What follows belongs to an exercise in optimizing a design on an open flow for a short achievable clock period and few clock cycles per item; a production flow would make more cautious choices. The RTL was checked by simulation tests, not by an equivalence proof against the original design. Power is estimated from default activity; no workload was simulated.

## old
==> flow/design.v (excerpt) <==
module lc4_core
#(
    parameter int CAP = 7
) (
    input  logic     gwe,
    input  logic     i_arst_n,
    input  logic     i_insn_valid,
    input  lc4_pkg::word_t    i_insn,
    output logic     o_insn_ready,
    output logic     o_ret_valid,
    input  logic     i_ret_ready,
    output lc4_pkg::word_t    o_ret_insn,
    output logic     o_ret_we,
    output lc4_pkg::reg_idx_t o_ret_wsel,
    output lc4_pkg::word_t    o_ret_data,
    output lc4_pkg::nzp_t     o_ret_nzp
);
export LEC_CHECK = 0
export CAP_MARGIN = 20
export CORE_MARGIN = 2
export CORE_UTILIZATION = 40
export PLACE_DENSITY = 0.6
export SLEW_MARGIN = 20
export TNS_END_PERCENT = 100
create_clock -name core_clock -period 8.2 [get_ports {gwe}]
standard.sh (not shown) runs the stock make flow with config.mk's settings and CLKGATE_MAP_FILE= SYNTH_SCRIPT=/design/flow/synth_recipe.tcl, a recipe that flattens the netlist after the stock synthesis.
==> flow/flow/run.sh <==
#!/bin/bash
set -euo pipefail
cd "$(dirname "$0")/.."
bash standard.sh SETUP_SLACK_MARGIN=7 finish > flow_make.log 2>&1
Testbench counts of old, summed over its fixed seeds: cycles 16,379, items 16,000.
#### Input delta (new over old)
--- a/flow/design.v
+++ b/flow/design.v
@@ -643,27 +643,22 @@
             m_we   <= x_we;
             w_v    <= m_v;
             w_we   <= m_we;
         end
     end
     logic inv_a, inv_b;
     assign inv_a = d_sub & (fb1 | fb2);
     assign inv_b = d_sub & ~(fb1 | fb2);
     lc4_pkg::word_t rd_a, rd_b;
     assign rd_a = hm_s ? r1 : hw_s ? r2 : rf_s;
     assign rd_b = hm_t ? r1 : hw_t ? r2 : rf_t;
-    lc4_pkg::word_t rd_bn, neg_r1, neg_r2, neg_rf;
-    assign neg_r1 = 16'd0 - r1;
-    assign neg_r2 = 16'd0 - r2;
-    assign neg_rf = 16'd0 - rf_t;
-    assign rd_bn  = hm_t ? neg_r1 : hw_t ? neg_r2 : neg_rf;
     always_ff @(posedge gwe) begin
         x_insn <= d_insn;
         x_lut  <= d_lut;
         x_fa1  <= fa1;
         x_fa2  <= fa2;
         x_fa0  <= ~fa1 & ~fa2;
         x_fb1  <= fb1;
         x_fb2  <= fb2;
         x_fb0  <= ~fb1 & ~fb2;
         g_a1   <= alu  & {16{issue & d_is_mul & fa1}};
         x_ma2  <= issue & d_is_mul & fa2;
@@ -674,23 +669,23 @@
         x_s00  <= d_is_add & ~fa1 & ~fa2 & ~fb1 & ~fb2;
         x_s10  <= d_is_add &  fa1 & ~fb1 & ~fb2;
         x_s20  <= d_is_add &  fa2 & ~fb1 & ~fb2;
         x_s01p <= d_is_add & ~fa1 & ~fa2 & fb1 & ~d_sub;
         x_s01n <= d_is_add & ~fa1 & ~fa2 & fb1 &  d_sub;
         x_s02p <= d_is_add & ~fa1 & ~fa2 & fb2 & ~d_sub;
         x_s02n <= d_is_add & ~fa1 & ~fa2 & fb2 &  d_sub;
         x_sd1  <= d_is_add & fa1 & fb1 & ~d_sub;
         x_sd2  <= d_is_add & fa2 & fb2 & ~d_sub;
         x_slog <= ~d_is_add;
         x_a    <= rd_a ^ {16{inv_a}};
-        x_b    <= d_imm_b ? d_imm : inv_b ? rd_bn : rd_b;
+        x_b    <= d_imm_b ? d_imm : inv_b ? (16'd0 - rd_b) : rd_b;
     end
     lc4_pkg::word_t ma, mb;
     lc4_pkg::word_t a, b, s00, s10, s01, s20, s02, lres;
     logic [CS_W-1:0] cs;
     assign s00 = x_a + x_b;
     assign s10 = r1 + x_b;
     assign s20 = r2m + x_b;
     assign s01 = x_a + r1;
     assign s02 = x_a + r2m;
     assign a = ({16{x_fa1}} & r1) | ({16{x_fa2}} & r2m) | ({16{x_fa0}} & x_a);
     assign b = ({16{x_fb1}} & r1) | ({16{x_fb2}} & r2m) | ({16{x_fb0}} & x_b);
==> notes.md <==
new: all stages complete, timing, DRC and antenna checks passed. Cell count after placement ended up 1.1% lower on new than on old. The die height on new is in line with that on old. Between new and old, it is new whose sequential share of layout area is lower, by 1.1 points. Looking at multi-input gate share of the layout cell area, new sits 0.70 points above old. Density: new denser than old. Diff old -> new: source-to-sink clock delay at the later pin of the worst-skew pair stayed essentially flat, combinational power share rose by 0.5 points, cell area rose by 3.2%. The area fraction in compound gates after synthesis of new is lower than that of old. Cmp old and new / global-route usage / higher: new. Switching power total (lower): old. old has lower clock-net power than new.
Testbench counts of new, summed over its fixed seeds: cycles 16,379, items 16,000.

## afterwards: timing with drivers on the ports
Ports are ideal in the flow. The routed layouts listed here were re-timed in OpenROAD.
Step 1: set_driving_cell puts a clkbuf_16 on gwe and a buf_2 on each other input, an assumption about the parent block.
Step 2, shift: input delay + t, output delay - t, t = (earliest + latest rising clock arrival at the registers) / 2. This alone moves slack from input paths to output paths.
a / b / c = ideal / step 1 / step 2; a / b = the first two.
run | t (ns) | setup slack, ns | latest minus earliest clock arrival (ns) | pins driven straight from the clock port
old | 0.728 | 4.941 / 4.941 / 4.918 | 0.061 / 0.061 | 1
new | 0.745 | 4.902 / 4.902 / 4.874 | 0.070 / 0.070 | 1
After both steps every run listed still meets setup and hold. The setup slack of new, which loses most, moves by 0.000 ns with the drivers and by -0.028 ns with both steps.
